This is an optimization exercise on Yosys and OpenROAD, whose aim is small area, not a production implementation. RTL that was checked went through simulation tests only; none was proved equivalent to the original. The RTL of run 1 was laid out without a check of its function. Power figures rest on the tool's default switching activity, not on a simulated workload.

### flow/design.v
module sisc_mc_core #(
  parameter int DATA_W = 32,
  parameter int REG_AW = 4
) (
  input  logic              clk,
  input  logic              rst,
  input  logic [31:0]       ir,
  input  logic              ir_valid,
  output logic              ir_ready,
  output logic              busy,
  output logic              halted,
  output logic [3:0]        stat,
  output logic              illegal,
  input  logic [REG_AW-1:0] dbg_addr,
  output logic [DATA_W-1:0] dbg_data
);
  localparam int NREG = 2 ** REG_AW;
  localparam int SW   = $clog2(DATA_W);
  localparam int MSB  = DATA_W - 1;
  typedef logic [DATA_W-1:0] word_t;
  logic [2:0] state_r;
  logic       sIdle, sDec, sExe, sWb;
  assign sIdle = ~(state_r[2] | state_r[1] | state_r[0]);
  assign sDec  = ~state_r[1] & state_r[0];
  assign sExe  = state_r[1] & state_r[0];
  assign sWb   = state_r[1] & ~state_r[0];
  assign ir_ready = sIdle;
  assign busy     = state_r[1] | state_r[0];
  assign halted   = state_r[2];
  logic [3:0]  rd_r, rs_r;
  logic [15:0] imm_r;
  logic [2:0]  m_r;
  logic        legal_r, isImm_r, halt_r, nop_r;
  logic [3:0]  irOp, irMm;
  assign irOp = ir[31:28];
  assign irMm = ir[27:24];
  always_ff @(posedge clk) begin
    if (sIdle) begin
      rd_r    <= ir[23:20];
      rs_r    <= ir[19:16];
      imm_r   <= ir[15:0];
      m_r     <= irMm[2:0];
      legal_r <= ((irOp == 4'h1) || (irOp == 4'h2)) && (irMm >= 4'h1) && (irMm <= 4'h8);
      isImm_r <= (irOp == 4'h2);
      halt_r  <= (irOp == 4'hF);
      nop_r   <= (irOp == 4'h0);
    end
  end
  always_ff @(posedge clk or posedge rst) begin
    if (rst) begin
      state_r <= 3'b000;
    end else begin
      case (state_r)
        3'b000:  state_r <= ir_valid ? 3'b001 : 3'b000;
        3'b001:  state_r <= halt_r ? 3'b100 : 3'b011;
        3'b011:  state_r <= 3'b010;
        3'b010:  state_r <= 3'b000;
        3'b100:  state_r <= 3'b100;
        default: state_r <= 3'b000;
      endcase
    end
  end
  logic fAdd, fSub, fAnd, fOr, fNot, fShl, fShr;
  assign fAdd = (m_r == 3'd1);
  assign fSub = (m_r == 3'd2);
  assign fAnd = (m_r == 3'd3);
  assign fOr  = (m_r == 3'd4);
  assign fNot = (m_r == 3'd6);
  assign fShl = (m_r == 3'd7);
  assign fShr = (m_r == 3'd0);
  logic bZero;      
  assign bZero = fNot | fShl | fShr;
  word_t           regData_r [1:NREG-1];
  logic [NREG-1:1] regValid_r;
  logic [NREG-1:0] valid_s;
  assign valid_s = {regValid_r, 1'b0};
  logic [NREG-1:1] dbgSel_s;
  always_comb
    for (int k = 1; k < NREG; k++) dbgSel_s[k] = (dbg_addr == k) && regValid_r[k];
  for (genvar i = 0; i < DATA_W; i++) begin : g_dbg
    logic [4:0] y;
    for (genvar j = 0; j < 5; j++) begin : g_grp
      sisc_aoi222 u_aoi (
        .a1(regData_r[3*j+1][i]), .a2(dbgSel_s[3*j+1]),
        .b1(regData_r[3*j+2][i]), .b2(dbgSel_s[3*j+2]),
        .c1(regData_r[3*j+3][i]), .c2(dbgSel_s[3*j+3]), .y(y[j]));
    end
    sisc_nand5 u_or (.a(y[0]), .b(y[1]), .c(y[2]), .d(y[3]), .e(y[4]), .y(dbg_data[i]));
  end
  logic [3:0] rAddr_s;
  logic       immEn_s;
  word_t      immX_s, rDataN_s;    
  assign rAddr_s = sExe ? rs_r : ((isImm_r || (sWb && bZero)) ? 4'h0 : imm_r[15:12]);
  assign immEn_s = isImm_r && !sExe && !(sWb && bZero);
  assign immX_s  = word_t'($signed(imm_r)) & {DATA_W{immEn_s}};
  logic [NREG-1:1] rSel_s;
  always_comb
    for (int k = 1; k < NREG; k++) rSel_s[k] = (rAddr_s == k) && regValid_r[k];
  for (genvar i = 0; i < DATA_W; i++) begin : g_rd
    logic [4:0] y;
    for (genvar j = 0; j < 5; j++) begin : g_grp
      sisc_aoi222 u_aoi (
        .a1(regData_r[3*j+1][i]), .a2(rSel_s[3*j+1]),
        .b1(regData_r[3*j+2][i]), .b2(rSel_s[3*j+2]),
        .c1(regData_r[3*j+3][i]), .c2(rSel_s[3*j+3]), .y(y[j]));
    end
    sisc_and6 u_or (.a(y[0]), .b(y[1]), .c(y[2]), .d(y[3]), .e(y[4]), .f(~immX_s[i]),
                    .y(rDataN_s[i]));
  end
  localparam int SHN = DATA_W + 2;
  logic [SW-1:0]   amtN_r;       
  word_t           opA_r;
  logic            shC_r;
  logic [SHN-1:0]  shV_s [SW+1];
  logic [SW-1:0]   shN_s, shL_s, shR_s;
  always_comb begin
    for (int k = 0; k < SW; k++) begin
      shL_s[k] = fShl & ~amtN_r[k];
      shR_s[k] = fShr & ~amtN_r[k];
      shN_s[k] = ~(shL_s[k] | shR_s[k]);
    end
  end
  assign shV_s[0] = {1'b1, rDataN_s, 1'b1};
  for (genvar k = 0; k < SW; k++) begin : g_sh
    localparam int D = 1 << k;
    localparam bit INV_IN = (k % 2 == 0);
    for (genvar j = 0; j < SHN; j++) begin : g_bit
      localparam int JL = j - D;
      localparam int JR = j + D;
      localparam bit NC = (k == 0) && (j == 0 || j == SHN - 1);
      localparam bit LC = (JL < 0) || ((k == 0) && (JL == 0 || JL == SHN - 1));
      localparam bit RC = (JR > SHN - 1) || ((k == 0) && (JR == 0 || JR == SHN - 1));
      localparam logic [2:0] REAL = {~RC, ~LC, ~NC};
      localparam logic [2:0] CTRL = {RC & INV_IN, LC & INV_IN, NC & INV_IN};
      sisc_aoi3 #(.REAL(REAL), .CTRL(CTRL)) u_aoi (
        .d({shV_s[k][(JR > SHN - 1) ? j : JR], shV_s[k][(JL < 0) ? j : JL], shV_s[k][j]}),
        .s({shR_s[k], shL_s[k], shN_s[k]}),
        .y(shV_s[k+1][j]));
    end
  end
  always_ff @(posedge clk) begin
    amtN_r <= rDataN_s[SW-1:0];
    opA_r  <= shV_s[SW][DATA_W:1];
    shC_r  <= shV_s[SW][DATA_W+1] | shV_s[SW][0];
  end
  logic       inv_s, selSum, cG, selAnd;
  word_t      res_s;
  logic [DATA_W:0] cc;    
  assign inv_s  = fSub | fNot;
  assign selSum = fAdd | fSub;
  assign cG     = fAnd | fOr;
  assign selAnd = fAnd;
  assign cc[0]  = fSub;
  for (genvar i = 0; i < DATA_W; i++) begin : g_alu
    logic bx;
    sisc_xnor2 u_bx (.a(rDataN_s[i]), .b(inv_s), .y(bx));
    if (i % 2 == 0) begin : g_even
      sisc_alu_even u_bit (.a(opA_r[i]), .b(bx), .c(cc[i]), .selSum(selSum), .cG(cG),
                           .selAnd(selAnd), .nco(cc[i+1]), .res(res_s[i]));
    end else begin : g_odd
      sisc_alu_odd u_bit (.a(opA_r[i]), .b(bx), .nc(cc[i]), .nSelSum(~selSum), .nCG(~cG),
                          .selAnd(selAnd), .co(cc[i+1]), .res(res_s[i]));
    end
  end
  logic aluC, aluV;
  assign aluC = selSum ? cc[DATA_W] : ((fShl | fShr) & shC_r);
  assign aluV = selSum & ~(cc[DATA_W] ^ cc[DATA_W-1]);
  logic commit;
  assign commit  = sWb && legal_r;
  assign illegal = sWb && !legal_r && !nop_r;
  always_ff @(posedge clk or posedge rst) begin
    if (rst) begin
      regValid_r <= '0;
    end else begin
      for (int k = 1; k < NREG; k++)
        if (commit && (rd_r == k)) regValid_r[k] <= 1'b1;
    end
  end
  always_ff @(posedge clk) begin
    for (int k = 1; k < NREG; k++)
      if (commit && (rd_r == k)) regData_r[k] <= res_s;
  end
  logic [3:0] stat_r;
  always_ff @(posedge clk or posedge rst) begin
    if (rst) begin
      stat_r <= 4'h0;
    end else if (commit) begin
      stat_r <= {aluC, aluV, res_s[MSB], (res_s == '0)};
    end
  end
  assign stat = stat_r;
endmodule
module sisc_aoi222 (
  input  logic a1, a2, b1, b2, c1, c2,
  output logic y
);
  assign y = ~((a1 & a2) | (b1 & b2) | (c1 & c2));
endmodule
module sisc_nand5 (
  input  logic a, b, c, d, e,
  output logic y
);
  assign y = ~(a & b & c & d & e);
endmodule
module sisc_and6 (
  input  logic a, b, c, d, e, f,
  output logic y
);
  assign y = a & b & c & d & e & f;
endmodule
module sisc_aoi3 #(
  parameter logic [2:0] REAL = 3'b111,
  parameter logic [2:0] CTRL = 3'b000
) (
  input  logic [2:0] d,
  input  logic [2:0] s,
  output logic       y
);
  logic [2:0] t;
  for (genvar i = 0; i < 3; i++) begin : g_t
    if (REAL[i]) begin : g_r
      assign t[i] = d[i] & s[i];
    end else if (CTRL[i]) begin : g_c
      assign t[i] = s[i];
    end else begin : g_z
      assign t[i] = 1'b0;
    end
  end
  assign y = ~|t;
endmodule
module sisc_xnor2 (
  input  logic a, b,
  output logic y
);
  assign y = ~(a ^ b);
endmodule
module sisc_xor2 (
  input  logic a, b,
  output logic y
);
  assign y = a ^ b;
endmodule
module sisc_nand2 (
  input  logic a, b,
  output logic y
);
  assign y = ~(a & b);
endmodule
module sisc_nor2 (
  input  logic a, b,
  output logic y
);
  assign y = ~(a | b);
endmodule
module sisc_ha (
  input  logic a, b,
  output logic s, c
);
  assign s = a ^ b;
  assign c = a & b;
endmodule
module sisc_a21oi (
  input  logic a1, a2, b1,
  output logic y
);
  assign y = ~((a1 & a2) | b1);
endmodule
module sisc_o21ai (
  input  logic a1, a2, b1,
  output logic y
);
  assign y = ~((a1 | a2) & b1);
endmodule
module sisc_o221ai (
  input  logic a1, a2, b1, b2, c1,
  output logic y
);
  assign y = ~((a1 | a2) & (b1 | b2) & c1);
endmodule
module sisc_alu_even (
  input  logic a, b, c, selSum, cG, selAnd,
  output logic nco, res
);
  logic p, g, ncx;
  sisc_ha     u_ha  (.a(a), .b(b), .s(p), .c(g));
  sisc_a21oi  u_cy  (.a1(p), .a2(c), .b1(g), .y(nco));
  sisc_aoi222 u_cx  (.a1(c), .a2(selSum), .b1(g), .b2(cG), .c1(p), .c2(selAnd), .y(ncx));
  sisc_xnor2  u_res (.a(p), .b(ncx), .y(res));
endmodule
module sisc_alu_odd (
  input  logic a, b, nc, nSelSum, nCG, selAnd,
  output logic co, res
);
  logic ng, k, p, npa, cx;
  sisc_nand2  u_ng  (.a(a), .b(b), .y(ng));
  sisc_nor2   u_k   (.a(a), .b(b), .y(k));
  sisc_xor2   u_p   (.a(a), .b(b), .y(p));
  sisc_o21ai  u_cy  (.a1(k), .a2(nc), .b1(ng), .y(co));
  sisc_nand2  u_pa  (.a(p), .b(selAnd), .y(npa));
  sisc_o221ai u_cx  (.a1(nc), .a2(nSelSum), .b1(ng), .b2(nCG), .c1(npa), .y(cx));
  sisc_xor2   u_res (.a(p), .b(cx), .y(res));
endmodule
### flow/run.sh
#!/bin/bash
# synth_recipe.tcl (not shown) runs the flow's synth.tcl, then flattens the netlist and writes it again
# the make line also repeats each setting of config.mk as NAME=value (left out here)
make -C /OpenROAD-flow-scripts/flow DESIGN_CONFIG=/design/flow/config.mk WORK_HOME=/design/flow/orfs CLKGATE_MAP_FILE= SYNTH_SCRIPT=/design/flow/synth_recipe.tcl finish
### flow/config.mk
export PLATFORM = sky130hd
export DESIGN_NAME = sisc_mc_core
export DESIGN_NICKNAME = sisc_mc_core
export VERILOG_FILES = /design/flow/design.v
export SDC_FILE = /design/flow/constraint.sdc
export NUM_CORES = 4
export LEC_CHECK = 0
export CAP_MARGIN = 20
export CORE_MARGIN = 2
export CORE_UTILIZATION = 30
export SLEW_MARGIN = 20
export SYNTH_HIERARCHICAL = 1
export SYNTH_MINIMUM_KEEP_SIZE = 0
### flow/constraint.sdc
create_clock -name core_clock -period 10.0 [get_ports {clk}]
set_input_delay 2.0000 -clock core_clock [delete_from_list [all_inputs] [get_ports {clk}]]
set_output_delay 2.0000 -clock core_clock [all_outputs]
set_load 0.01 [all_outputs]
==> results of run 1 <==
flip-flops by register name, indices dropped and copies added (netlist names):
signal / flops
state_r: 3
regValid_r: 15
isImm_r: 1
shC_r: 1
regData_r: 480
nop_r: 1
amtN_r: 5
opA_r: 32
m_r: 3
legal_r: 1
rs_r: 4
stat_r: 4
halt_r: 1
imm_r: 16
rd_r: 4
worst max-delay path: cells and delay by family (launching register included):
kind | cells | cell delay, ns
buf+inv | 1 | 0.29
xor+xnor | 2 | 0.53
compound gates | 31 | 5.59
fa+ha+maj | 1 | 0.29
flops | 1 | 0.47
simple gates | 6 | 1.99
cell type report:
| type | instances | area (um2) |
|---|---|---|
| fillers | 7930 | 53200 |
| flip-flops and latches | 571 | 16700 |
| multi-input cells | 1043 | 9070 |
| clock buffers | 74 | 1590 |
| repair buffers | 170 | 1470 |
| well taps | 1134 | 1420 |
| clock inverters | 32 | 360 |
| inverters | 9 | 33.8 |
per-stage QoR:
stage,cell area (um2),utilization (%)
floorplan,25500,-
global placement,28400,33.9
detailed placement,28500,34.0
CTS,30400,36.3
global route,30600,36.5
finish,30600,36.5
layer usage:
layer | vias to the layer above | track usage (%) | wire length (um)
met5 | - | 0 | 0
met2 | 1418 | 32.8 | 42200
met3 | 202 | 3.91 | 9570
met1 | 9774 | 25.5 | 34400
li1 | 8217 | - | -
met4 | 0 | 7.65 | 3450
power breakdown:
part	internal (mW)	total, mW	switching, mW
Clock	1.30	2.23	0.925
Sequential	4.20	4.40	0.203
Combinational	1.65	5.19	3.54
placed cells by master, fill, tap and decap left out, types with 6 or more instances in the layout:
cell type	n
edfxtp_1	511
a222oi_1	442
buf_4	92
nand2_1	90
clkdlybuf4s50_1	78
and3_1	63
clkbuf_16	61
nor2_1	52
xnor2_1	45
a221oi_2	42
dfxtp_1	38
nand3_1	37
nand4_1	35
xor2_1	26
dfrtp_1	21
a22oi_2	20
a21oi_2	18
o21ai_1	17
ha_1	16
nor2_4	15
o221ai_2	15
or2_2	13
clkbuf_1	12
nor4_1	10
clkinv_1	10
inv_1	9
nor2_2	8
xor2_2	8
clkinv_2	8
bufinv_16	7
nand2b_1	6
nor2b_1	6
how the worst max path moves through the flow:
stage / from / endpoint / cells past startpoint
after CTS: m_r[2] / stat_r[0] / 45
after detailed placement: m_r[2] / stat_r[0] / 45
final: m_r[2] / stat_r[0] / 41
after global routing: m_r[2] / stat_r[0] / 46
after floorplan: m_r[0] / stat_r[0] / 39
after global placement: m_r[0] / stat_r[0] / 45
timing repair:
action,in CTS,in global routing
endpoints found under the hold margin,0,0
resized for setup,0,9
endpoints found under the setup margin,0,32
hold buffers,0,0
setup buffers,0,5
==> results.py, run 1 <==
metrics = {
    "worst_setup_path": {
        "critPathKind": "register to register",
        "reg2reg_setup_slack_ns": 0.71,
        "max_stage_delay_ns": 0.55,
        "cp_common_cell": "a21oi_2",
        "r2r_cells": 41,
        "cp_slowest_cell": "nor2_1",
        "cp.arrival_ns": 9.80,
        "crit_path_max_fanout": 29,
        "reg2reg_to": "stat_r[0]",
        "cp-end-kind": "register",
        "timing.rr.start": "m_r[2]",
        "cp_data_required_time_ns": 10.51,
        "start_kind": "register",
    },
    "hold_path": {
        "hold_path.startpoint": "regValid_r[11]",
        "hold_depth": 1,
        "hold-path-endpoint": "regValid_r[11]",
        "hold_class": "register to register",
    },
    "status": {
        "outcome": "no timing/DRC/antenna violations",
    },
    "power": {
        "peakVddDrop_mv": 0.236,
        "power.density_nw_per_um2": 386,
        "p_leak_nw": 9.66,
        "finalPower_mw": 11.8,
    },
    "place": {
        "place_hpwl_mm": 58.3,
        "io_buffers": 78,
        "gp_congestion": 0.913,
        "dp_slack_ns": 0.279,
        "placed_cells": 2922,
    },
    "timing": {
        "finalClockSkew_ns": 0.0293,
        "worst_pin_slew_ns": 1.07,
        "slew_viol_final": 0,
        "fmax_ghz": 0.108,
        "finalHoldViolCount": 0,
        "post-route-min-period_ns": 9.29,
        "layout_setup_ws_ns": 0.706,
        "fin_crit_sh_pct": 92.9,
        "whs_ns": 0.514,
        "setup-violations-final": 0,
        "slew_headroom_pct": 28.7,
        "timing.setup.tns_ns": 0,
    },
    "layout": {
        "area_delta_synth_final_pct": 20.1,
        "final_nets": 1909,
        "drive_gt1_share_pct": 17.9,
        "final-instance-count-excl-fill": 3033,
        "antenna_cells": 0,
    },
    "detailed_routing": {
        "drt_iter0_markers": 4857,
        "wirelength_mm": 89.6,
        "wl_per_cell_um": 29.5,
        "ant_nets": 0,
        "viasPerCell": 6.47,
        "drcViolationCount": 0,
        "vias": 19600,
        "drt_pre_antenna_iters": 15,
    },
    "clock_tree": {
        "cts_tree": "yes",
        "cts_buffer_depth": 3,
        "clk_pin_slew_ns": 0.06,
        "h-tree-depth": 2,
        "cts_buffers": 59,
        "cts_root_buf": "clkbuf_16",
        "cts_sinks": 571,
        "clock_latency_ns": 0.63,
    },
    "yosys": {
        "ys_warn_count": 11,
        "syn_area_um2": 25500,
        "postSynthCellCount": 1629,
        "synth_fp_nets": 1684,
        "syn-mean-instance-area_um2": 15.6,
    },
    "floorplanning": {
        "core-area_um2": 83800,
        "die_h_um": 295,
        "dieArea_um2": 87200,
        "io_pins": 79,
        "die_x_um": 295,
        "start_util_pct": 30.4,
        "num_rows": 106,
    },
    "grt": {
        "grt_pass1_vias": 19300,
        "antenna_found_initial": 1,
        "grt_max_degree": 35,
        "grt_pass1_wl_mm": 129,
        "overflow": 0,
        "track_usage_pct": 19.8,
    },
    "run": {
        "max-cap-violations": 0,
    },
}
==> inputs of run 2 (changes only) <==
--- a/flow/design.v
+++ b/flow/design.v
@@ -27,7 +27,7 @@
   assign ir_ready = sIdle;
   assign busy     = state_r[1] | state_r[0];
   assign halted   = state_r[2];
-  logic [3:0]  rd_r, rs_r;
+  logic [3:0]  rd_r, rsq_r;
   logic [15:0] imm_r;
   logic [2:0]  m_r;
   logic        legal_r, isImm_r, halt_r, nop_r;
@@ -37,15 +37,17 @@
   always_ff @(posedge clk) begin
     if (sIdle) begin
       rd_r    <= ir[23:20];
-      rs_r    <= ir[19:16];
       imm_r   <= ir[15:0];
       m_r     <= irMm[2:0];
       legal_r <= ((irOp == 4'h1) || (irOp == 4'h2)) && (irMm >= 4'h1) && (irMm <= 4'h8);
       isImm_r <= (irOp == 4'h2);
-      halt_r  <= (irOp == 4'hF);
       nop_r   <= (irOp == 4'h0);
     end
   end
+  always_ff @(posedge clk) begin
+    rsq_r  <= ir[19:16];
+    halt_r <= (irOp == 4'hF);
+  end
   always_ff @(posedge clk or posedge rst) begin
     if (rst) begin
       state_r <= 3'b000;
@@ -87,15 +89,19 @@
     end
     sisc_nand5 u_or (.a(y[0]), .b(y[1]), .c(y[2]), .d(y[3]), .e(y[4]), .y(dbg_data[i]));
   end
-  logic [3:0] rAddr_s;
+  logic [3:0] rAddr_r;
   logic       immEn_s;
   word_t      immX_s, rDataN_s;    
-  assign rAddr_s = sExe ? rs_r : ((isImm_r || (sWb && bZero)) ? 4'h0 : imm_r[15:12]);
+  always_ff @(posedge clk) begin
+    if (sIdle)     rAddr_r <= (irOp == 4'h2) ? 4'h0 : ir[15:12];
+    else if (sDec) rAddr_r <= rsq_r;
+    else           rAddr_r <= (isImm_r || bZero) ? 4'h0 : imm_r[15:12];
+  end
   assign immEn_s = isImm_r && !sExe && !(sWb && bZero);
   assign immX_s  = word_t'($signed(imm_r)) & {DATA_W{immEn_s}};
   logic [NREG-1:1] rSel_s;
   always_comb
-    for (int k = 1; k < NREG; k++) rSel_s[k] = (rAddr_s == k) && regValid_r[k];
+    for (int k = 1; k < NREG; k++) rSel_s[k] = (rAddr_r == k) && regValid_r[k];
   for (genvar i = 0; i < DATA_W; i++) begin : g_rd
     logic [4:0] y;
     for (genvar j = 0; j < 5; j++) begin : g_grp
--- a/flow/config.mk
+++ b/flow/config.mk
@@ -7,7 +7,10 @@
 export LEC_CHECK = 0
 export CAP_MARGIN = 20
 export CORE_MARGIN = 2
-export CORE_UTILIZATION = 30
+export CORE_UTILIZATION = 40
+export CTS_BUF_LIST = sky130_fd_sc_hd__clkbuf_8
+export CTS_CLUSTER_DIAMETER = 60
+export CTS_CLUSTER_SIZE = 16
 export SLEW_MARGIN = 20
 export SYNTH_HIERARCHICAL = 1
 export SYNTH_MINIMUM_KEEP_SIZE = 0
==> run 2 against run 1 <==
Against the previous run:
- critical path depth grew 1
- hold slack lost 0.018 ns
- cell count shrank 11%
- clock skew grew 0.033 ns
- first-iteration DRC count shrank 7.1%
- die area shrank 24%
- sequential share of layout area grew 3.1 points
- synthesized area grew 0.31%
- critical path type unchanged
- critical endpoint unchanged
==> results.py, run 2 <==
metrics = {
    "yosys": {
        "synth_fp_nets": 1687,
        "syn-mean-instance-area_um2": 15.7,
        "syn_area_um2": 25500,
        "ys_warn_count": 11,
        "postSynthCellCount": 1632,
    },
    "clock_tree": {
        "cts_hold_buf": 0,
        "cts_buffers": 47,
        "clock_latency_ns": 0.69,
        "cts_sinks": 575,
        "cts_root_buf": "clkbuf_8",
        "clk_pin_slew_ns": 0.10,
        "cts_buffer_depth": 3,
        "cts_tree": "yes",
        "h-tree-depth": 2,
        "cts_setup_buffers": 0,
        "cts_resized": 0,
    },
    "timing": {
        "whs_ns": 0.495,
        "slew_headroom_pct": 24.1,
        "setup-violations-final": 0,
        "post-route-min-period_ns": 8.81,
        "layout_setup_ws_ns": 1.19,
        "worst_pin_slew_ns": 1.14,
        "slew_viol_final": 0,
        "timing.setup.tns_ns": 0,
        "fin_crit_sh_pct": 88.1,
        "fmax_ghz": 0.114,
        "rsz0062_at_grt": "no",
        "finalHoldViolCount": 0,
        "finalClockSkew_ns": 0.0623,
    },
    "detailed_routing": {
        "drt_pre_antenna_iters": 17,
        "wirelength_mm": 87.6,
        "drt_iter0_markers": 4512,
        "ant_nets": 0,
        "wl_per_cell_um": 32.6,
        "viasPerCell": 7.26,
        "drcViolationCount": 0,
        "vias": 19500,
    },
    "layout": {
        "final_common_cell": "edfxtp_1",
        "regArea_um2": 16700,
        "largest_register_ffs": 480,
        "fillerInstances": 5630,
        "multiInputGateArea_um2": 9060,
        "drive_gt1_share_pct": 15.2,
        "final-instance-count-excl-fill": 2687,
        "final_nets": 1874,
        "top_register": "regData_r",
        "top_regs": "regData_r: 480 flops, opA_r: 32 flops, imm_r: 16 flops",
        "final_cell_mix": "506 x edfxtp_1, 442 x a222oi_1, 78 x clkdlybuf4s50_1",
        "area_delta_synth_final_pct": 13.5,
    },
    "power": {
        "finalPower_mw": 10.9,
        "power.density_nw_per_um2": 374,
        "p_leak_nw": 9.06,
        "peakVddDrop_mv": 0.253,
    },
    "floorplanning": {
        "core-area_um2": 63100,
        "num_rows": 92,
        "die_h_um": 257,
        "io_pins": 79,
        "die_x_um": 257,
        "start_util_pct": 40.5,
        "dieArea_um2": 65900,
    },
    "worst_setup_path": {
        "cp_slowest_cell": "and3_1",
        "critPathKind": "register to register",
        "max_stage_delay_ns": 0.94,
        "cp.arrival_ns": 9.38,
        "start_kind": "register",
        "cp_data_required_time_ns": 10.57,
        "cpLargestDelayFamily": "compound AO/OA/AOI/OAI gates",
        "cp-end-kind": "register",
        "crit_path_max_fanout": 16,
        "crit_buf_inv": 0,
    },
    "place": {
        "placed_cells": 2616,
        "dp_slack_ns": 1.32,
        "place_hpwl_mm": 52.3,
        "io_buffers": 78,
        "gp_congestion": 0.870,
    },
    "grt": {
        "antenna_found_initial": 2,
        "overflow": 0,
        "gr-usage-met2_pct": 42.0,
        "grt_pass1_vias": 19100,
        "grt_pass1_wl_mm": 126,
        "track_usage_pct": 25.7,
        "grt_use_met3_pct": 6.04,
        "grt_use_met1_pct": 32.7,
        "grt_max_degree": 35,
        "busiest_layer": "met2",
    },
    "status": {
        "outcome": "no timing/DRC/antenna violations",
    },
    "hold_path": {
        "hold_class": "register to register",
    },
    "run": {
        "max-cap-violations": 0,
    },
}
## run 2: cell types whose count changed in the layout (fill, tap and decap cells not counted), moves of 10 or more
| cell | before | now |
|---|---|---|
| buf_4 | 92 | 70 |
| clkbuf_1 | 12 | 0 |
| clkbuf_16 | 61 | 0 |
| clkbuf_8 | 1 | 47 |
| inv_1 | 9 | 19 |
| nand2_1 | 90 | 71 |
| nand3_1 | 37 | 51 |
| or2_2 | 13 | 3 |
## run 2: power breakdown
group          switching [mW]  internal, mW
Combinational            3.52          1.60
Clock                   0.809         0.481
Sequential              0.191          4.26
## run 2: final timing paths
check,cells after the start,endpoint,slack (ns),startpoint
worst min register to register,2,rAddr_r[3],0.50,rsq_r[3]
max in group asynchronous,2,stat_r[0],7.52,rst
worst min-delay path,2,rAddr_r[3],0.50,rsq_r[3]
worst max register to register,42,stat_r[0],1.19,rAddr_r[1]
worst max-delay path,42,stat_r[0],1.19,rAddr_r[1]
min in group asynchronous,2,stat_r[1],1.86,rst
## run 2: final cells by class
type                    instances  area share [%]
inverters                      11           0.142
clock buffers                  47            2.23
diodes                          2          0.0173
repair buffers                148            4.50
multi-input cells            1036            31.3
flip-flops and latches        575            57.5
clock inverters                22           0.673
well taps                     846            3.65
## run 2: metal layers
| layer | vias up | part of all wire (%) | wire length (um) |
|---|---|---|---|
| met2 | 1378 | 47 | 40800 |
| met1 | 9741 | 37 | 32300 |
| met4 | 2 | 4.8 | 4240 |
| met5 | - | 0.014 | 12 |
| li1 | 8116 | - | - |
| met3 | 270 | 12 | 10200 |
## run 2: tightest hold or removal path, cell delays in order (launching register included)
cell and delay (ns):
dfxtp_1 0.33, a32oi_1 0.05, o21ai_1 0.08
## run 2: through the flow
stage	area [um2]	util (%)
after floorplan	25500	-
after global placement	28000	44.4
after detailed placement	28100	44.5
after CTS	28900	45.8
after global routing	29000	46.0
final	29000	46.0
==> inputs of run 3 (changes only) <==
==> flow/flow/run.sh (new file) <==
#!/bin/bash
# Own layout flow: the standard flow (standard.sh: the standard synthesis,
# floorplan, power grid, placement, CTS, routing) with two settings changed:
#  - port buffers are sky130_fd_sc_hd__buf_1 instead of the default delay cell;
#  - clock tree: clkbuf_8 buffers, sink clusters of at most 16 flops within
#    60 um, and no dummy loads.
# The full make output goes to standard_flow.log in this folder; ORFS keeps
# each step's log under orfs/logs/.
set -euo pipefail
bash standard.sh \
  "BUFFER_PORTS_ARGS=-buffer_cell sky130_fd_sc_hd__buf_1" \
  "CTS_ARGS=-sink_clustering_enable -repair_clock_nets -dont_use_dummy_load -buf_list sky130_fd_sc_hd__clkbuf_8 -sink_clustering_size 16 -sink_clustering_max_diameter 60" \
  finish > standard_flow.log 2>&1
test -s out/final.def
==> flow/standard.sh (new file) <==
#!/bin/bash
# synth_recipe.tcl (not shown) runs the flow's synth.tcl, then flattens the netlist and writes it again
# the make line also repeats each setting of config.mk as NAME=value (left out here)
make -C /OpenROAD-flow-scripts/flow DESIGN_CONFIG=/design/flow/config.mk WORK_HOME=/design/flow/orfs CLKGATE_MAP_FILE= SYNTH_SCRIPT=/design/flow/synth_recipe.tcl "${@:-finish}"
--- a/flow/config.mk
+++ b/flow/config.mk
@@ -8,9 +8,6 @@
 export CAP_MARGIN = 20
 export CORE_MARGIN = 2
 export CORE_UTILIZATION = 40
-export CTS_BUF_LIST = sky130_fd_sc_hd__clkbuf_8
-export CTS_CLUSTER_DIAMETER = 60
-export CTS_CLUSTER_SIZE = 16
 export SLEW_MARGIN = 20
 export SYNTH_HIERARCHICAL = 1
 export SYNTH_MINIMUM_KEEP_SIZE = 0
removed: flow/run.sh
==> run 3 against run 2 <==
Against the previous run:
- via count is 1.4% lower
- still clean on timing, DRC and antenna
- count of clock-buffer cells in the layout stayed put
- setup slack better by 0.067 ns
- fmax is 0.76% higher
- synthesized area stayed put
- sequential share of layout area is 1.4 points higher
- largest power group unchanged
- global-route usage is 0.77 points lower
- synthesized cell count stayed put
- critical path type unchanged
==> results.py, run 3 <==
metrics = {
    "status": {
        "outcome": "no timing/DRC/antenna violations",
    },
    "floorplanning": {
        "die_x_um": 257,
        "die_h_um": 257,
        "io_pins": 79,
        "core-area_um2": 63100,
        "start_util_pct": 40.5,
        "num_rows": 92,
        "dieArea_um2": 65900,
    },
    "detailed_routing": {
        "viasPerCell": 7.23,
        "met1_length_mm": 32.1,
        "drt_iter0_markers": 4463,
        "dr.max_layer_used": "met5",
        "ant_nets": 0,
        "vias": 19200,
        "wirelength_mm": 85.2,
        "drt_pre_antenna_iters": 14,
        "wl_met2_mm": 40.6,
        "wl_met3_mm": 9.33,
        "wl_per_cell_um": 32.0,
        "drcViolationCount": 0,
    },
    "timing": {
        "finalHoldViolCount": 0,
        "fin_crit_sh_pct": 87.4,
        "setup-violations-final": 0,
        "fmax_ghz": 0.114,
        "slew_viol_final": 0,
        "post-route-min-period_ns": 8.74,
        "slew_headroom_pct": 22.2,
        "finalClockSkew_ns": 0.107,
        "rsz0062_at_grt": "no",
        "worst_pin_slew_ns": 1.16,
        "timing.setup.tns_ns": 0,
    },
    "worst_setup_path": {
        "timing.rr.start": "rAddr_r[2]",
        "crit_path_max_fanout": 32,
        "cp.arrival_ns": 9.28,
        "cp_data_required_time_ns": 10.54,
        "start_kind": "register",
        "cp_slowest_cell": "and3_2",
        "reg2reg_to": "stat_r[0]",
        "max_stage_delay_ns": 0.54,
        "cp-end-kind": "register",
        "crit_path_start": "rAddr_r[2]",
        "r2r_cells": 42,
        "reg2reg_setup_slack_ns": 1.26,
        "critPathKind": "register to register",
    },
    "clock_tree": {
        "cts_resized": 0,
        "clk_pin_slew_ns": 0.10,
        "cts_tree": "yes",
        "cts_sinks": 575,
        "cts_buffers": 47,
        "h-tree-depth": 2,
        "clock_latency_ns": 0.69,
        "cts_root_buf": "clkbuf_8",
        "cts_buffer_depth": 3,
        "cts_setup_buffers": 0,
        "cts_hold_buf": 0,
    },
    "yosys": {
        "syn_area_um2": 25500,
        "syn-mean-instance-area_um2": 15.7,
        "ys_warn_count": 11,
        "synth_fp_nets": 1687,
        "postSynthCellCount": 1632,
    },
    "grt": {
        "overflow": 0,
        "track_usage_pct": 24.9,
        "antenna_found_initial": 3,
        "grt_pass1_vias": 18700,
        "grt_pass1_wl_mm": 123,
        "grt_max_degree": 35,
    },
    "layout": {
        "final_cell_mix": "506 x edfxtp_1, 442 x a222oi_1, 78 x buf_1",
        "fin_area_um2": 28300,
        "final-instance-count-excl-fill": 2662,
        "final_common_cell": "edfxtp_1",
        "fillerInstances": 5617,
        "area_delta_synth_final_pct": 10.9,
        "drive_gt1_share_pct": 14.8,
        "top_register": "regData_r",
        "top_regs": "regData_r: 480 flops, opA_r: 32 flops, imm_r: 16 flops",
        "largest_register_ffs": 480,
        "final_nets": 1871,
    },
    "hold_path": {
        "hold_class": "register to register",
        "hold_depth": 1,
        "hold_path.startpoint": "regValid_r[8]",
        "hold-path-endpoint": "regValid_r[8]",
    },
    "place": {
        "placed_cell_area_um2": 27500,
        "gp_congestion": 0.897,
        "placed_cells": 2612,
        "io_buffers": 78,
        "place_hpwl_mm": 51.4,
    },
    "power": {
        "peakVddDrop_mv": 0.214,
        "finalPower_mw": 10.6,
        "p_leak_nw": 8.75,
        "power.density_nw_per_um2": 374,
    },
    "run": {
        "max-cap-violations": 0,
    },
}
[run 3: report_power, final]
part / internal (mW) / total [mW] / switching, mW
Sequential: 4.26 / 4.45 / 0.194
Combinational: 1.53 / 4.97 / 3.44
Clock: 0.420 / 1.15 / 0.735
Total: 6.21 / 10.6 / 4.37
[run 3: how the worst max path moves through the flow]
stage | slack (ns) | to
4_1_cts | 1.23 | stat_r[0]
6_report | 1.26 | stat_r[0]
3_5_place_dp | 1.29 | stat_r[0]
5_1_grt | 0.52 | stat_r[0]
3_3_place_gp | 1.54 | stat_r[0]
2_1_floorplan | 1.63 | stat_r[0]
[run 3: through the flow]
stage	util, %	hold WS (ns)	setup WS [ns]
2_1_floorplan	-	0.419	1.63
3_3_place_gp	43.6	0.474	1.54
6_report	44.9	0.490	1.26
3_5_place_dp	43.7	0.469	1.29
4_1_cts	44.7	0.490	1.23
5_1_grt	44.9	0.512	0.520
[run 3: area by class of cell]
type | instances | area, um2 | area share, %
clock buffer | 47 | 647 | 2.28
sequential | 575 | 16700 | 58.9
antenna | 2 | 5.00 | 0.0177
inverter | 11 | 41.3 | 0.146
multi-input combinational | 1036 | 9070 | 32.0
timing repair buffer | 145 | 813 | 2.87
tap | 846 | 1060 | 3.74
[run 3: per-layer routing]
| metal | GRT usage, % | vias up |
|---|---|---|
| met5 | 0 | - |
| met4 | 8.58 | 2 |
| met3 | 5.30 | 212 |
| met2 | 41.7 | 1289 |
| met1 | 32.1 | 9650 |
| li1 | - | 8081 |
[run 3: worst max-delay path, delay by kind of cell (launching register included)]
family / cells / cell delay (ns)
AO/OA/AOI/OAI: 33 / 5.67
XOR/XNOR: 2 / 0.46
adder cells (fa/ha/maj): 1 / 0.37
flip-flops: 1 / 0.34
AND/OR/NAND/NOR: 6 / 1.75
==> inputs of run 4 (changes only) <==
==> flow/flow/run.sh (replaced) <==
#!/bin/bash
# Own layout flow: the standard flow (standard.sh: the standard synthesis,
# floorplan, power grid, placement, CTS, routing) with three changes:
#  - after floorplan, synthesized logic gates are set to their smallest drive
#    strength (flow/downsize.tcl); placement and timing repair size up again
#    where needed;
#  - port buffers are sky130_fd_sc_hd__buf_1 instead of the default delay cell;
#  - clock tree: clkbuf_8 buffers, sink clusters of at most 16 flops within
#    60 um, and no dummy loads.
# The full make output goes to standard_flow.log in this folder; ORFS keeps
# each step's log under orfs/logs/.
set -euo pipefail
bash standard.sh \
  "POST_FLOORPLAN_TCL=$PWD/flow/downsize.tcl" \
  "BUFFER_PORTS_ARGS=-buffer_cell sky130_fd_sc_hd__buf_1" \
  "CTS_ARGS=-sink_clustering_enable -repair_clock_nets -dont_use_dummy_load -buf_list sky130_fd_sc_hd__clkbuf_8 -sink_clustering_size 16 -sink_clustering_max_diameter 60" \
  finish > standard_flow.log 2>&1
test -s out/final.def
==> flow/flow/downsize.tcl (new file) <==
# Downsize the synthesized logic gates to their smallest drive strength.
# Synthesis maps each small gate module on its own and picks larger drive
# strengths than the loads need; placement's repair_design and the later
# repair_timing passes size up again wherever slew, load or timing need it.
set block [ord::get_db_block]
set db [ord::get_db]
set n 0
foreach inst [$block getInsts] {
  set name [[$inst getMaster] getName]
  if {![regexp {^sky130_fd_sc_hd__([a-z0-9]+)_([0-9]+)$} $name -> fn sz]} { continue }
  if {$sz <= 1} { continue }
  if {![regexp {^(a[0-9]|o[0-9]|nand|nor|and|or|xor|xnor|mux|inv$|maj|ha$|fa$)} $fn]} { continue }
  foreach s {1 0} {
    set m [$db findMaster "sky130_fd_sc_hd__${fn}_${s}"]
    if {$m != "NULL" && $m != ""} {
      $inst swapMaster $m
      incr n
      break
    }
  }
}
puts "downsize: swapped $n instances to their smallest drive strength"
==> run 4 against run 3 <==
Against the previous run:
- still clean on timing, DRC and antenna
- non-clock buffer count grew 13
- combinational power shrank 3%
- hold slack lost 0.0069 ns
- critical endpoint unchanged
- largest cell class unchanged
==> results.py, run 4 <==
metrics = {
    "yosys": {
        "syn_area_um2": 25500,
        "synth_fp_nets": 1687,
        "syn-mean-instance-area_um2": 15.7,
        "postSynthCellCount": 1632,
        "ys_warn_count": 11,
    },
    "grt": {
        "grt_max_degree": 35,
        "grt_pass1_vias": 19000,
        "grt_pass1_wl_mm": 127,
        "antenna_found_initial": 1,
        "overflow": 0,
        "track_usage_pct": 25.7,
    },
    "floorplanning": {
        "core-area_um2": 63100,
        "die_x_um": 257,
        "start_util_pct": 40.5,
        "die_h_um": 257,
        "dieArea_um2": 65900,
        "num_rows": 92,
        "io_pins": 79,
    },
    "timing": {
        "timing.setup.tns_ns": 0,
        "post-route-min-period_ns": 8.79,
        "layout_setup_ws_ns": 1.21,
        "finalHoldViolCount": 0,
        "slew_headroom_pct": 24.9,
        "setup-violations-final": 0,
        "slew_viol_final": 0,
        "rsz0062_at_grt": "no",
        "whs_ns": 0.484,
        "finalClockSkew_ns": 0.0783,
        "worst_pin_slew_ns": 1.13,
        "fmax_ghz": 0.114,
        "fin_crit_sh_pct": 87.9,
    },
    "worst_setup_path": {
        "crit_path_max_fanout": 17,
        "cpLargestDelayFamily": "compound AO/OA/AOI/OAI gates",
        "cp_slowest_cell": "nor2_1",
        "max_stage_delay_ns": 0.44,
        "critPathKind": "register to register",
        "cp_common_cell": "a21oi_1",
        "crit_path_start": "rAddr_r[3]",
        "timing.rr.start": "rAddr_r[3]",
        "cp_data_required_time_ns": 10.56,
        "cp.arrival_ns": 9.35,
        "cp-end-kind": "register",
        "start_kind": "register",
        "crit_buf_inv": 0,
    },
    "place": {
        "place_hpwl_mm": 53.7,
        "gp_congestion": 0.892,
        "dp_slack_ns": 1.31,
        "io_buffers": 78,
    },
    "run": {
        "max-cap-violations": 0,
    },
    "clock_tree": {
        "h-tree-depth": 2,
        "cts_sinks": 575,
        "cts_buffers": 48,
        "cts_hold_buf": 0,
        "cts_resized": 0,
        "cts_root_buf": "clkbuf_8",
        "clk_pin_slew_ns": 0.09,
        "cts_tree": "yes",
        "clock_latency_ns": 0.69,
        "cts_buffer_depth": 3,
        "cts_setup_buffers": 0,
    },
    "layout": {
        "final_cell_mix": "506 x edfxtp_1, 442 x a222oi_1, 80 x buf_4",
        "final_nets": 1885,
        "final_common_cell": "edfxtp_1",
        "top_register": "regData_r",
        "largest_register_ffs": 480,
        "final_util_pct": 44.0,
        "drive_gt1_share_pct": 9.25,
        "area_delta_synth_final_pct": 8.73,
        "top_regs": "regData_r: 480 flops, opA_r: 32 flops, imm_r: 16 flops",
    },
    "detailed_routing": {
        "viasPerCell": 7.30,
        "ant_nets": 0,
        "wirelength_mm": 88.1,
        "wl_per_cell_um": 32.9,
        "vias": 19500,
        "drt_pre_antenna_iters": 17,
        "drt_iter0_markers": 4987,
        "drcViolationCount": 0,
    },
    "power": {
        "peakVddDrop_mv": 0.239,
        "finalPower_mw": 10.4,
        "p_leak_nw": 8.76,
        "power.density_nw_per_um2": 376,
    },
    "hold_path": {
        "hold_class": "register to register",
        "hold_path.startpoint": "rsq_r[1]",
    },
    "status": {
        "outcome": "no timing/DRC/antenna violations",
    },
}
==> run 4: layout make-up <==
cell class | count | area [um2]
fill | 5694 | 35300
sequential | 575 | 16700
multi-input combinational | 1036 | 8440
tap | 846 | 1060
timing repair buffer | 158 | 893
clock buffer | 48 | 661
inverter | 11 | 41.3
antenna | 1 | 2.50
==> run 4: path summary, 6_finish.rpt <==
path / end / slack, ns / cells after the start
worst max-delay path: stat_r[0] / 1.21 / 43
worst min register to register: rAddr_r[1] / 0.48 / 2
min in group asynchronous: stat_r[0] / 1.41 / 2
worst max register to register: stat_r[0] / 1.21 / 43
max in group asynchronous: state_r[2] / 8.11 / 2
worst min-delay path: rAddr_r[1] / 0.48 / 2
==> run 4: worst register-to-register path, delay by kind of cell (launching register included) <==
| family | cells | cell delay [ns] |
|---|---|---|
| AOI/OAI and AO/OA | 34 | 5.94 |
| xor gates and xnor gates | 2 | 0.48 |
| adders and majority gates | 1 | 0.36 |
| DFF | 1 | 0.34 |
| and+or+nand+nor | 6 | 1.58 |
==> run 4: report_power, final <==
group / switching, mW / total [mW] / internal [mW]
registers: 0.175 / 4.43 / 4.25
logic: 3.42 / 4.84 / 1.42
clock network: 0.746 / 1.17 / 0.428
total: 4.34 / 10.4 / 6.10
==> run 4: per-stage QoR <==
step	std cells	area, um2
3_5_place_dp	2626	27000
6_report	2675	27800
3_3_place_gp	2625	27000
2_1_floorplan	1632	25500
5_1_grt	2675	27800
4_1_cts	2674	27700
==> run 4: routing by layer <==
metal | vias up | routed length [um] | track usage (%)
met4 | 0 | 2870 | 8.98
met5 | - | 0 | 0
met1 | 9778 | 33200 | 33.8
met2 | 1477 | 40900 | 41.2
li1 | 8102 | - | -
met3 | 181 | 11100 | 6.76
==> inputs of run 5 (changes only) <==
--- a/flow/design.v
+++ b/flow/design.v
@@ -114,15 +114,14 @@
                     .y(rDataN_s[i]));
   end
   localparam int SHN = DATA_W + 2;
-  logic [SW-1:0]   amtN_r;       
   word_t           opA_r;
   logic            shC_r;
   logic [SHN-1:0]  shV_s [SW+1];
   logic [SW-1:0]   shN_s, shL_s, shR_s;
   always_comb begin
     for (int k = 0; k < SW; k++) begin
-      shL_s[k] = fShl & ~amtN_r[k];
-      shR_s[k] = fShr & ~amtN_r[k];
+      shL_s[k] = fShl & sExe & opA_r[k];
+      shR_s[k] = fShr & sExe & opA_r[k];
       shN_s[k] = ~(shL_s[k] | shR_s[k]);
     end
   end
@@ -145,7 +144,6 @@
     end
   end
   always_ff @(posedge clk) begin
-    amtN_r <= rDataN_s[SW-1:0];
     opA_r  <= shV_s[SW][DATA_W:1];
     shC_r  <= shV_s[SW][DATA_W+1] | shV_s[SW][0];
   end
==> run 5 against run 4 <==
Against the previous run:
- non-clock buffer count is 2 lower
- still clean on timing, DRC and antenna
- largest cell class unchanged
- first-iteration DRC count is 4.8% lower
- setup slack lost 0.12 ns
- hold slack improved by 0.017 ns
==> results.py, run 5 <==
metrics = {
    "status": {
        "outcome": "no timing/DRC/antenna violations",
    },
    "layout": {
        "top_register": "regData_r",
        "final_common_cell": "edfxtp_1",
        "largest_register_ffs": 480,
        "final_nets": 1888,
        "area_delta_synth_final_pct": 8.57,
        "top_regs": "regData_r: 480 flops, opA_r: 32 flops, imm_r: 16 flops",
        "fillerInstances": 5810,
        "regArea_um2": 16600,
        "multiInputGateArea_um2": 8560,
        "drive_gt1_share_pct": 9.07,
        "fin_area_um2": 27700,
        "final_util_pct": 44.0,
        "final_cell_mix": "506 x edfxtp_1, 442 x a222oi_1, 78 x buf_1",
    },
    "clock_tree": {
        "cts_buffers": 45,
        "cts_tree": "yes",
        "cts_hold_buf": 0,
        "cts_resized": 0,
        "cts_sinks": 570,
        "cts_setup_buffers": 0,
        "h-tree-depth": 2,
        "clock_latency_ns": 0.68,
        "cts_buffer_depth": 3,
        "clk_pin_slew_ns": 0.10,
        "cts_root_buf": "clkbuf_8",
    },
    "floorplanning": {
        "core-area_um2": 63100,
        "die_h_um": 257,
        "start_util_pct": 40.5,
        "die_x_um": 257,
        "io_pins": 79,
        "dieArea_um2": 65900,
        "num_rows": 92,
    },
    "timing": {
        "slew_viol_final": 0,
        "finalClockSkew_ns": 0.0882,
        "fmax_ghz": 0.112,
        "fin_crit_sh_pct": 89.0,
        "post-route-min-period_ns": 8.90,
        "finalHoldViolCount": 0,
        "whs_ns": 0.500,
        "worst_pin_slew_ns": 1.18,
        "slew_headroom_pct": 21.2,
        "setup-violations-final": 0,
        "timing.setup.tns_ns": 0,
        "rsz0062_at_grt": "no",
    },
    "place": {
        "place_hpwl_mm": 53.1,
        "io_buffers": 78,
        "gp_congestion": 0.861,
        "placed_cell_area_um2": 27000,
    },
    "detailed_routing": {
        "drt_pre_antenna_iters": 17,
        "wl_per_cell_um": 33.0,
        "viasPerCell": 7.34,
        "vias": 19600,
        "drcViolationCount": 0,
        "drt_iter0_markers": 4748,
        "ant_nets": 0,
        "wirelength_mm": 88.4,
    },
    "grt": {
        "grt_max_degree": 35,
        "overflow": 0,
        "grt_pass1_vias": 19000,
        "antenna_found_initial": 2,
        "track_usage_pct": 26.0,
        "grt_pass1_wl_mm": 127,
    },
    "power": {
        "peakVddDrop_mv": 0.220,
        "power.density_nw_per_um2": 356,
        "p_leak_nw": 8.78,
        "finalPower_mw": 9.88,
    },
    "yosys": {
        "ys_warn_count": 11,
        "postSynthCellCount": 1640,
        "synth_fp_nets": 1695,
        "syn-mean-instance-area_um2": 15.6,
        "syn_area_um2": 25600,
    },
    "worst_setup_path": {
        "max_stage_delay_ns": 0.55,
        "cp-end-kind": "register",
        "cpLargestDelayFamily": "compound AO/OA/AOI/OAI gates",
        "cp_data_required_time_ns": 10.54,
        "critPathKind": "register to register",
        "cp_slowest_cell": "edfxtp_1",
        "crit_path_max_fanout": 16,
        "cp.arrival_ns": 9.44,
        "start_kind": "register",
        "crit_buf_inv": 0,
    },
    "run": {
        "max-cap-violations": 0,
    },
    "hold_path": {
        "hold_class": "register to register",
    },
}
run 5: metal layers:
| layer | global-route usage [%] | vias up | share of wire (%) |
|---|---|---|---|
| met5 | 0 | - | 0 |
| met4 | 10.9 | 0 | 4.5 |
| met3 | 5.76 | 236 | 12 |
| met2 | 41.8 | 1482 | 46 |
| met1 | 34.0 | 9786 | 37 |
| li1 | - | 8142 | - |
run 5: cell type report:
cell class	count	share of cell area (%)
diodes	1	0.00902
clock buffers	45	2.23
inverters	7	0.0947
multi-input cells	1053	30.8
flip-flops and latches	570	59.8
well taps	846	3.82
repair buffers	156	3.22
run 5: through the flow:
| step | cells | setup slack (ns) |
|---|---|---|
| 6_report | 2678 | 1.10 |
| 5_1_grt | 2678 | 0.0563 |
| 4_1_cts | 2676 | 1.07 |
| 3_5_place_dp | 2631 | 1.14 |
| 3_3_place_gp | 2630 | 1.43 |
| 2_1_floorplan | 1640 | 1.52 |
run 5: path summary, 6_finish.rpt:
kind,end,slack (ns),startpoint,depth (start not counted)
worst min-delay path,regValid_r[12],0.50,regValid_r[12],1
worst max register to register,stat_r[0],1.10,m_r[1],42
min in group asynchronous,state_r[1],1.56,rst,2
max in group asynchronous,stat_r[2],7.78,rst,2
worst max-delay path,stat_r[0],1.10,m_r[1],42
worst min register to register,regValid_r[12],0.50,regValid_r[12],1
run 5: report_power, final:
part / switching, mW / internal, mW / leakage, nW / total [mW]
Sequential: 0.179 / 4.12 / 5.22 / 4.30
Clock: 0.716 / 0.403 / 0.324 / 1.12
Combinational: 3.13 / 1.33 / 3.24 / 4.46
==> inputs of run 6 (changes only) <==
--- a/flow/design.v
+++ b/flow/design.v
@@ -37,6 +37,7 @@
   always_ff @(posedge clk) begin
     if (sIdle) begin
       rd_r    <= ir[23:20];
+      rsq_r   <= ir[19:16];
       imm_r   <= ir[15:0];
       m_r     <= irMm[2:0];
       legal_r <= ((irOp == 4'h1) || (irOp == 4'h2)) && (irMm >= 4'h1) && (irMm <= 4'h8);
@@ -45,7 +46,6 @@
     end
   end
   always_ff @(posedge clk) begin
-    rsq_r  <= ir[19:16];
     halt_r <= (irOp == 4'hF);
   end
   always_ff @(posedge clk or posedge rst) begin
@@ -89,14 +89,10 @@
     end
     sisc_nand5 u_or (.a(y[0]), .b(y[1]), .c(y[2]), .d(y[3]), .e(y[4]), .y(dbg_data[i]));
   end
-  logic [3:0] rAddr_r;
+  logic [3:0] rAddr_r;    
   logic       immEn_s;
   word_t      immX_s, rDataN_s;    
-  always_ff @(posedge clk) begin
-    if (sIdle)     rAddr_r <= (irOp == 4'h2) ? 4'h0 : ir[15:12];
-    else if (sDec) rAddr_r <= rsq_r;
-    else           rAddr_r <= (isImm_r || bZero) ? 4'h0 : imm_r[15:12];
-  end
+  assign rAddr_r = sExe ? rsq_r : ((isImm_r || (sWb && bZero)) ? 4'h0 : imm_r[15:12]);
   assign immEn_s = isImm_r && !sExe && !(sWb && bZero);
   assign immX_s  = word_t'($signed(imm_r)) & {DATA_W{immEn_s}};
   logic [NREG-1:1] rSel_s;
==> run 6 against run 5 <==
Against the previous run:
- still clean
- sequential share of layout area decreased by 0.14 points
- combinational power rose by 7.2%
- critical path depth is 2 higher
- cell area barely moved
- non-clock buffer count down 4
- register-to-register slack worse by 0.21 ns
- largest cell class unchanged
- die area decreased by 0.30%
==> results.py, run 6 <==
metrics = {
    "floorplanning": {
        "die_x_um": 256,
        "core-area_um2": 63000,
        "io_pins": 79,
        "start_util_pct": 40.5,
        "die_h_um": 256,
        "dieArea_um2": 65700,
        "num_rows": 92,
    },
    "place": {
        "io_buffers": 78,
        "placed_cells": 2618,
        "place_hpwl_mm": 53.5,
        "gp_congestion": 0.879,
    },
    "worst_setup_path": {
        "start_kind": "register",
        "cp_common_cell": "o21ai_1",
        "reg2reg_setup_slack_ns": 0.89,
        "cp-end-kind": "register",
        "cp.arrival_ns": 9.64,
        "crit_path_max_fanout": 31,
        "reg2reg_to": "stat_r[0]",
        "cp_data_required_time_ns": 10.53,
        "cp_slowest_cell": "or3_4",
        "r2r_cells": 44,
        "timing.rr.start": "m_r[2]",
        "critPathKind": "register to register",
        "max_stage_delay_ns": 0.47,
    },
    "grt": {
        "grt_pass1_vias": 18900,
        "grt_pass1_wl_mm": 127,
        "overflow": 0,
        "track_usage_pct": 25.9,
        "grt_max_degree": 35,
        "antenna_found_initial": 3,
    },
    "power": {
        "power_frac_clock_pct": 11.3,
        "peakVddDrop_mv": 0.255,
        "p_int_mw": 5.97,
        "finalPower_mw": 10.2,
        "p_leak_nw": 8.72,
        "combPwrFrac_pct": 46.7,
        "swShare_pct": 41.7,
        "seqPwrFrac_pct": 42.0,
        "power.density_nw_per_um2": 369,
        "netSwitchingPower_mw": 4.27,
    },
    "timing": {
        "slew_viol_final": 0,
        "post-route-min-period_ns": 9.11,
        "finalHoldViolCount": 0,
        "finalClockSkew_ns": 0.0988,
        "fin_crit_sh_pct": 91.1,
        "timing.setup.tns_ns": 0,
        "worst_pin_slew_ns": 1.13,
        "setup-violations-final": 0,
        "slew_headroom_pct": 24.7,
        "fmax_ghz": 0.110,
    },
    "detailed_routing": {
        "viasPerCell": 7.38,
        "wirelength_mm": 88.7,
        "drt_iter0_markers": 5052,
        "ant_nets": 0,
        "vias": 19700,
        "wl_per_cell_um": 33.1,
        "drt_pre_antenna_iters": 20,
        "drcViolationCount": 0,
    },
    "clock_tree": {
        "clk_pin_slew_ns": 0.09,
        "cts_hold_buf": 0,
        "cts_tree": "yes",
        "cts_root_buf": "clkbuf_8",
        "h-tree-depth": 2,
        "clock_latency_ns": 0.69,
        "cts_buffers": 47,
        "cts_buffer_depth": 3,
        "cts_sinks": 566,
    },
    "layout": {
        "final_cell_mix": "510 x edfxtp_1, 442 x a222oi_1, 94 x nand2_1",
        "final_common_cell": "edfxtp_1",
        "top_register": "regData_r",
        "final_nets": 1886,
        "drive_gt1_share_pct": 10.1,
        "largest_register_ffs": 480,
        "final-instance-count-excl-fill": 2676,
        "fillerInstances": 5646,
        "top_regs": "regData_r: 480 flops, opA_r: 32 flops, imm_r: 16 flops",
        "area_delta_synth_final_pct": 8.91,
    },
    "hold_path": {
        "hold_class": "register to register",
        "hold-path-endpoint": "regValid_r[8]",
        "hold_depth": 1,
        "hold_path.startpoint": "regValid_r[8]",
    },
    "yosys": {
        "postSynthCellCount": 1635,
        "ys_warn_count": 11,
        "syn-mean-instance-area_um2": 15.6,
        "syn_area_um2": 25500,
        "synth_fp_nets": 1690,
    },
    "run": {
        "max-cap-violations": 0,
    },
    "status": {
        "outcome": "no timing/DRC/antenna violations",
    },
}
run 6: layer usage:
metal  track usage (%)  routed length, um  vias up  part of all wire, %
met3              6.16              11600      229                   13
met5                 0                  0        -                    0
met1              34.2              32500     9806                   37
met4              9.88               3460        0                  3.9
li1                  -                  -     8125                    -
met2              41.4              41100     1579                   46
run 6: cell type report:
class	count	area [um2]	share of cell area, %
timing repair buffer	152	875	3.15
multi-input combinational	1052	8570	30.9
sequential	566	16500	59.6
clock buffer	47	647	2.33
inverter	12	45.0	0.162
antenna	1	2.50	0.00902
tap	846	1060	3.82
run 6: critical path, delay by kind of cell, from the launching register on:
kind	cells	cell delay (ns)
AOI/OAI and AO/OA	33	5.90
xor gates and xnor gates	2	0.23
adders and majority gates	1	0.36
buffers and inverters	2	0.51
DFF	1	0.45
and+or+nand+nor	6	1.51
run 6: power by group through the flow:
stage	logic, mW	registers (mW)	clock network, mW
2_1_floorplan	2.99	4.28	0
3_3_place_gp	4.38	4.35	0
3_5_place_dp	4.54	4.36	0
4_1_cts	4.55	4.31	1.17
5_1_grt	5.08	4.32	1.25
6_report	4.78	4.30	1.15
run 6: repair_timing:
action	CTS	global route
setup endpoints to repair	0	79
resized for setup	0	21
buffers inserted	0	8
run 6: worst max-delay path by stage:
stage | from | to | slack (ns)
finish | m_r[2] | stat_r[0] | 0.89
global route | m_r[2] | stat_r[0] | -0.06
CTS | m_r[2] | stat_r[0] | 0.09
detailed placement | m_r[2] | stat_r[0] | 0.23
global placement | m_r[2] | stat_r[0] | 0.70
floorplan | m_r[1] | stat_r[0] | 1.54
run 6: metrics by stage:
stage	util (%)	setup slack, ns	hold WS (ns)	instance area (um2)
final	44.1	0.890	0.517	27700
after global routing	44.1	-0.0593	0.521	27700
after CTS	43.7	0.0893	0.507	27500
after detailed placement	42.7	0.235	0.487	26900
after global placement	42.7	0.700	0.496	26900
after floorplan	-	1.54	0.442	25500

-- afterwards: timing with drivers on the ports --
How much do the figures lean on ideal ports? The routed layouts below were timed once more, with nothing changed but the port constraints.
Step 1 sets driving cells, clkbuf_16 on the clock port and buf_2 on the other inputs (assumed; they add their load-dependent delay and slew).
Step 2 times the ports against the registers' clock, not the clock port: input delays grow and output delays shrink by t, the midpoint of the rising clock arrivals with the driver on.
Three values: ideal, step 1, step 2; two values: the first two.
run | t (ns) | slack for setup (ns) | pins driven straight from the clock port
run 1 | 0.677 | 0.706 / 0.706 / 0.706 | 1
run 2 | 0.719 | 1.192 / 1.192 / 1.192 | 1
run 3 | 0.692 | 1.259 / 1.259 / 1.259 | 1
run 4 | 0.713 | 1.214 / 1.214 / 1.214 | 1
run 5 | 0.699 | 1.099 / 1.099 / 1.099 | 1
run 6 | 0.702 | 0.890 / 0.890 / 0.890 | 1
After both steps setup and hold are still met in every run listed.
